From an optimization exercise on the open Yosys and OpenROAD flow, aimed at small area, a short achievable clock period and few clock cycles per item; shortcuts taken in it are not production practice.
Only simulation tests tie the RTL to the original design; equivalence was not proved.
Power and IR drop assume default switching activity.

Setup of run C:
==> flow/design.v <==
package kfq_pkg;
  localparam int unsigned DefaultDepth = 16;
  localparam int unsigned KeyW = 32;
  localparam int unsigned CmdW = 3;
  localparam int unsigned StatusW = 2;
  typedef enum logic [CmdW-1:0] {
    CMD_ENQUEUE = 3'd0,
    CMD_DEQUEUE = 3'd1,
    CMD_PEEK    = 3'd2,
    CMD_FIND    = 3'd3,
    CMD_REMOVE  = 3'd4
  } cmd_e;
  typedef enum logic [StatusW-1:0] {
    STAT_OK        = 2'd0,
    STAT_EMPTY     = 2'd1,
    STAT_NOT_FOUND = 2'd2,
    STAT_FULL      = 2'd3
  } status_e;
  typedef enum logic [1:0] {
    OP_HOLD   = 2'd0,
    OP_PUSH   = 2'd1,
    OP_POP    = 2'd2,
    OP_ROTATE = 2'd3
  } op_e;
  typedef enum logic {
    ST_IDLE   = 1'b0,
    ST_SEARCH = 1'b1
  } state_e;
  typedef struct packed {
    op_e                   op;
    logic signed [KeyW-1:0] key;
    logic signed [KeyW-1:0] value;
  } cell_ctl_t;
  typedef struct packed {
    status_e                status;
    logic signed [KeyW-1:0] key_out;
    logic signed [KeyW-1:0] value_out;
  } rsp_t;
endpackage
module kfq_cell (
  input  logic        clk_i,
  input  logic        we_i,
  input  logic [31:0] key_i,
  input  logic [31:0] value_i,
  output logic [31:0] key_o,
  output logic [31:0] value_o
);
  logic [31:0] key_q, value_q;
  always_ff @(posedge clk_i) begin
    if (we_i) begin
      key_q   <= key_i;
      value_q <= value_i;
    end
  end
  assign key_o   = key_q;
  assign value_o = value_q;
endmodule
module kfq_out_buf #(
  parameter int unsigned Depth = 16
) (
  input  logic             clk_i,
  input  logic             rst_ni,
  input  logic             load_i,
  input  logic             valid_i,
  input  logic [1:0]       status_i,
  input  logic [Depth-1:0] sel_i,
  input  logic [Depth-1:0][31:0] slot_key_i,
  input  logic [Depth-1:0][31:0] slot_val_i,
  output logic             rsp_valid_o,
  output logic [1:0]       rsp_status_o,
  output logic [31:0]      rsp_key_o,
  output logic [31:0]      rsp_value_o
);
  logic [31:0] key_d, val_d;
  always_comb begin
    key_d = '0;
    val_d = '0;
    for (int i = 0; i < Depth; i++) begin
      key_d = key_d | (slot_key_i[i] & {32{sel_i[i]}});
      val_d = val_d | (slot_val_i[i] & {32{sel_i[i]}});
    end
  end
  always_ff @(posedge clk_i or negedge rst_ni) begin
    if (!rst_ni) begin
      rsp_valid_o <= 1'b0;
    end else if (load_i) begin
      rsp_valid_o <= valid_i;
    end
  end
  always_ff @(posedge clk_i) begin
    if (load_i) begin
      rsp_status_o <= status_i;
      rsp_key_o    <= key_d;
      rsp_value_o  <= val_d;
    end
  end
endmodule
module keyed_fifo_queue #(
  parameter int unsigned Depth = kfq_pkg::DefaultDepth
) (
  input  logic        clk_i,
  input  logic        rst_ni,
  input  logic        cmd_valid_i,
  output logic        cmd_ready_o,
  input  logic [2:0]  cmd_command_i,
  input  logic [31:0] cmd_key_i,
  input  logic [31:0] cmd_value_i,
  output logic        rsp_valid_o,
  input  logic        rsp_ready_i,
  output logic [1:0]  rsp_status_o,
  output logic [31:0] rsp_key_o,
  output logic [31:0] rsp_value_o
);
  logic             a_v_q;
  logic             a_enq_q;    
  logic             a_dp_q;     
  logic             a_fr_q;     
  logic             a_take_q;   
  logic [31:0]      a_key_q, a_val_q;
  logic [Depth-1:0] a_cand_q;
  logic             b_v_q;
  logic             b_full_q;    
  logic             b_empty_q;   
  logic             b_fr_q;      
  logic [Depth-1:0] b_sel_q;
  logic [Depth-1:0]            valid_q;
  logic [Depth-1:0]            free_q;   
  logic [Depth-1:0][Depth-1:0] age_q;    
  logic [Depth-1:0][31:0]      slot_key;
  logic [Depth-1:0][31:0]      slot_val;
  logic             advance;
  logic             cmd_fire;
  logic             b_fire;
  logic [Depth-1:0] we;
  logic             blk_q;   
  assign advance     = !rsp_valid_o || rsp_ready_i;
  assign cmd_ready_o = !blk_q || rsp_ready_i;
  assign cmd_fire    = cmd_valid_i && cmd_ready_o;
  assign b_fire      = advance && a_v_q;
  logic             in_enq, in_dp, in_fr, in_take;
  logic             eq_wr;
  logic [Depth-1:0] match_d, cand_d;
  assign in_enq  = cmd_command_i == kfq_pkg::CMD_ENQUEUE;
  assign in_dp   = (cmd_command_i == kfq_pkg::CMD_DEQUEUE) || (cmd_command_i == kfq_pkg::CMD_PEEK);
  assign in_fr   = (cmd_command_i == kfq_pkg::CMD_FIND) || (cmd_command_i == kfq_pkg::CMD_REMOVE);
  assign in_take = (cmd_command_i == kfq_pkg::CMD_DEQUEUE) || (cmd_command_i == kfq_pkg::CMD_REMOVE);
  assign eq_wr   = cmd_key_i == a_key_q;
  for (genvar i = 0; i < Depth; i++) begin : g_match
    assign match_d[i] = we[i] ? eq_wr : (cmd_key_i == slot_key[i]);
    assign cand_d[i]  = in_dp || (in_fr && match_d[i]);
  end
  always_ff @(posedge clk_i or negedge rst_ni) begin
    if (!rst_ni) begin
      a_v_q <= 1'b0;
      blk_q <= 1'b0;
    end else begin
      if (cmd_ready_o) a_v_q <= cmd_valid_i;
      blk_q <= (cmd_ready_o ? cmd_valid_i : a_v_q) && (advance ? b_v_q : rsp_valid_o);
    end
  end
  always_ff @(posedge clk_i) begin
    if (cmd_fire) begin
      a_enq_q  <= in_enq;
      a_dp_q   <= in_dp;
      a_fr_q   <= in_fr;
      a_take_q <= in_take;
      a_key_q  <= cmd_key_i;
      a_val_q  <= cmd_value_i;
      a_cand_q <= cand_d;
    end
  end
  logic [Depth-1:0] cand, sel, alloc, remove;
  logic full, empty;
  assign full  = ~|free_q;
  assign empty = ~|valid_q;
  for (genvar i = 0; i < Depth; i++) begin : g_slot
    logic [Depth-1:0] older;   
    logic             beaten;
    assign cand[i] = valid_q[i] && a_cand_q[i];
    for (genvar j = 0; j < Depth; j++) begin : g_age
      if (j < i) begin : g_lo
        assign older[j] = age_q[j][i];
      end else if (j > i) begin : g_hi
        assign older[j] = !age_q[i][j];
      end else begin : g_eq
        assign older[j] = 1'b0;
      end
    end
    assign beaten   = |(cand & older);
    assign sel[i]   = cand[i] && !beaten;
    assign alloc[i] = a_enq_q && free_q[i];
    assign we[i]    = b_fire && alloc[i];
    kfq_cell u_cell (
      .clk_i  (clk_i),
      .we_i   (we[i]),
      .key_i  (a_key_q),
      .value_i(a_val_q),
      .key_o  (slot_key[i]),
      .value_o(slot_val[i])
    );
  end
  assign remove = sel & {Depth{a_take_q}};
  always_ff @(posedge clk_i or negedge rst_ni) begin
    if (!rst_ni) begin
      valid_q <= '0;
      b_v_q   <= 1'b0;
    end else if (advance) begin
      b_v_q <= a_v_q;
      if (a_v_q) valid_q <= (valid_q & ~remove) | alloc;
    end
  end
  always_ff @(posedge clk_i) begin
    if (advance) begin
      b_full_q   <= a_enq_q && full;
      b_empty_q  <= (a_dp_q || a_fr_q) && empty;
      b_fr_q     <= a_fr_q;
      b_sel_q    <= sel;
    end
  end
  logic [Depth-1:0] others, others_low, free_d;
  localparam int unsigned NGrp = Depth / 4;
  logic [NGrp-1:0] grp_any, grp_low;
  assign others = ~valid_q & ~free_q;
  for (genvar g = 0; g < NGrp; g++) begin : g_grp
    assign grp_any[g] = |others[4*g +: 4];
    if (g == 0) begin : g_g0
      assign grp_low[g] = grp_any[g];
    end else begin : g_gn
      assign grp_low[g] = grp_any[g] && !(|grp_any[g-1:0]);
    end
    for (genvar k = 0; k < 4; k++) begin : g_bit
      if (k == 0) begin : g_k0
        assign others_low[4*g+k] = grp_low[g] && others[4*g+k];
      end else begin : g_kn
        assign others_low[4*g+k] = grp_low[g] && others[4*g+k] && !(|others[4*g +: k]);
      end
    end
  end
  assign free_d = ((a_enq_q && !full) ? others_low : free_q) | (remove & {Depth{full}});
  always_ff @(posedge clk_i or negedge rst_ni) begin
    if (!rst_ni) begin
      free_q <= Depth'(1);
    end else if (b_fire) begin
      free_q <= free_d;
    end
  end
  for (genvar i = 0; i < Depth; i++) begin : g_age_row
    for (genvar j = i + 1; j < Depth; j++) begin : g_age_col
      always_ff @(posedge clk_i) begin
        if (b_fire && (alloc[i] || alloc[j])) begin
          age_q[i][j] <= alloc[j];
        end
      end
    end
    for (genvar j = 0; j <= i; j++) begin : g_age_unused
      assign age_q[i][j] = 1'b0;
    end
  end
  logic [1:0] status;
  always_comb begin
    status = kfq_pkg::STAT_OK;
    if (b_full_q) status = kfq_pkg::STAT_FULL;
    if (b_empty_q) status = kfq_pkg::STAT_EMPTY;
    else if (b_fr_q && !(|b_sel_q)) status = kfq_pkg::STAT_NOT_FOUND;
  end
  kfq_out_buf #(.Depth(Depth)) u_out_buf (
    .clk_i       (clk_i),
    .rst_ni      (rst_ni),
    .load_i      (advance),
    .valid_i     (b_v_q),
    .status_i    (status),
    .sel_i       (b_sel_q),
    .slot_key_i  (slot_key),
    .slot_val_i  (slot_val),
    .rsp_valid_o (rsp_valid_o),
    .rsp_status_o(rsp_status_o),
    .rsp_key_o   (rsp_key_o),
    .rsp_value_o (rsp_value_o)
  );
endmodule
==> flow/config.mk <==
export PLATFORM = sky130hd
export DESIGN_NAME = keyed_fifo_queue
export DESIGN_NICKNAME = keyed_fifo_queue
export VERILOG_FILES = /design/flow/design.v
export SDC_FILE = /design/flow/constraint.sdc
export NUM_CORES = 4
export LEC_CHECK = 0
export CAP_MARGIN = 20
export CORE_MARGIN = 2
export CORE_UTILIZATION = 55
export CTS_CLUSTER_DIAMETER = 100
export CTS_CLUSTER_SIZE = 20
export PLACE_DENSITY = 0.65
export SETUP_SLACK_MARGIN = 2.6
export SLEW_MARGIN = 20
==> flow/constraint.sdc <==
create_clock -name core_clock -period 5.0 [get_ports {clk_i}]
set_input_delay 1.0000 -clock core_clock [delete_from_list [all_inputs] [get_ports {clk_i}]]
set_output_delay 1.0000 -clock core_clock [all_outputs]
set_load 0.01 [all_outputs]
standard.sh (not shown) runs the stock make flow with config.mk's settings and CLKGATE_MAP_FILE= SYNTH_SCRIPT=/design/flow/synth_recipe.tcl, a recipe that flattens the netlist after the stock synthesis.
==> flow/flow/run.sh <==
#!/bin/bash
# The standard layout, with faster port buffers and cell resizing not tied to
# the cell footprint. The make output goes to standard_flow.log; ORFS keeps
# each step's log under orfs/logs/.
set -o pipefail
bash standard.sh \
  BUFFER_PORTS_ARGS="-buffer_cell sky130_fd_sc_hd__buf_4" \
  MATCH_CELL_FOOTPRINT=0 \
  finish > standard_flow.log 2>&1
Run C did not stop at any stage, and its layout met the timing, DRC and antenna checks.
Testbench counts of run C, summed over its fixed seeds: cycles 12,824, items 12,800.
#### Input delta (run A over run C)
--- a/flow/design.v
+++ b/flow/design.v
@@ -215,28 +215,18 @@
       b_empty_q  <= (a_dp_q || a_fr_q) && empty;
       b_fr_q     <= a_fr_q;
       b_sel_q    <= sel;
     end
   end
   logic [Depth-1:0] others, others_low, free_d;
-  localparam int unsigned NGrp = Depth / 4;
-  logic [NGrp-1:0] grp_any, grp_low;
   assign others = ~valid_q & ~free_q;
-  for (genvar g = 0; g < NGrp; g++) begin : g_grp
-    assign grp_any[g] = |others[4*g +: 4];
-    if (g == 0) begin : g_g0
-      assign grp_low[g] = grp_any[g];
-    end else begin : g_gn
-      assign grp_low[g] = grp_any[g] && !(|grp_any[g-1:0]);
-    end
-    for (genvar k = 0; k < 4; k++) begin : g_bit
-      if (k == 0) begin : g_k0
-        assign others_low[4*g+k] = grp_low[g] && others[4*g+k];
-      end else begin : g_kn
-        assign others_low[4*g+k] = grp_low[g] && others[4*g+k] && !(|others[4*g +: k]);
-      end
+  for (genvar i = 0; i < Depth; i++) begin : g_low
+    if (i == 0) begin : g_l0
+      assign others_low[i] = others[i];
+    end else begin : g_ln
+      assign others_low[i] = others[i] && !(|others[i-1:0]);
     end
   end
   assign free_d = ((a_enq_q && !full) ? others_low : free_q) | (remove & {Depth{full}});
   always_ff @(posedge clk_i or negedge rst_ni) begin
     if (!rst_ni) begin
       free_q <= Depth'(1);
Results
Run C → run A: multiplexer share of the synthesized area was more or less identical, achievable clock frequency went down by about 0.35%, total power consumption of the routed design went up by about 13%, cell-internal power went up by about 7%. From run C to run A the numbers moved as follows: via count neither gained nor lost much; count of placed standard cells in the final layout, fillers left out climbed 92; hold slack stayed essentially flat. Compared to run C, run A has final clock skew 0.0086 ns lower. Run A: pin slew with the least headroom to its limit 0.039 ns above run C. Diff run A..run C | mean area per synthesized cell | negligible. Measured against each other, run C and run A differ in wire length of the first global-routing pass, the lower figure coming from run C.
Testbench counts of run A, summed over its fixed seeds: cycles 12,824, items 12,800.

[separate check: timing with driven ports]
Ports are ideal in the flow. The routed layouts listed here were re-timed in OpenROAD.
Step 1 (the two cells are an assumption about what drives the block):
set clk [get_ports {clk_i}]
set_driving_cell -lib_cell sky130_fd_sc_hd__clkbuf_16 $clk
set_driving_cell -lib_cell sky130_fd_sc_hd__buf_2 [delete_from_list [all_inputs] $clk]
Step 2, shift: input delay + t, output delay - t, t = (earliest + latest rising clock arrival at the registers) / 2. This alone moves slack from input paths to output paths.
a / b / c = no drivers / after step 1 / after step 2; a / b = the first two.
| run | shift t [ns] | slack for setup (ns) | worst setup path after step 2 | clock arrival spread, ns | slew at the worst register clock pin (ns) |
|---|---|---|---|---|---|
| run C | 0.770 | 2.513 / 2.516 / 1.747 | input to register | 0.045 / 0.045 | 0.10 / 0.10 |
| run A | 0.788 | 2.504 / 2.515 / 1.745 | input to register | 0.035 / 0.034 | 0.10 / 0.10 |
After both steps every run listed still meets setup and hold. For run C, which loses most, drivers alone change the setup slack by +0.003 ns; drivers and shift together by -0.766 ns.
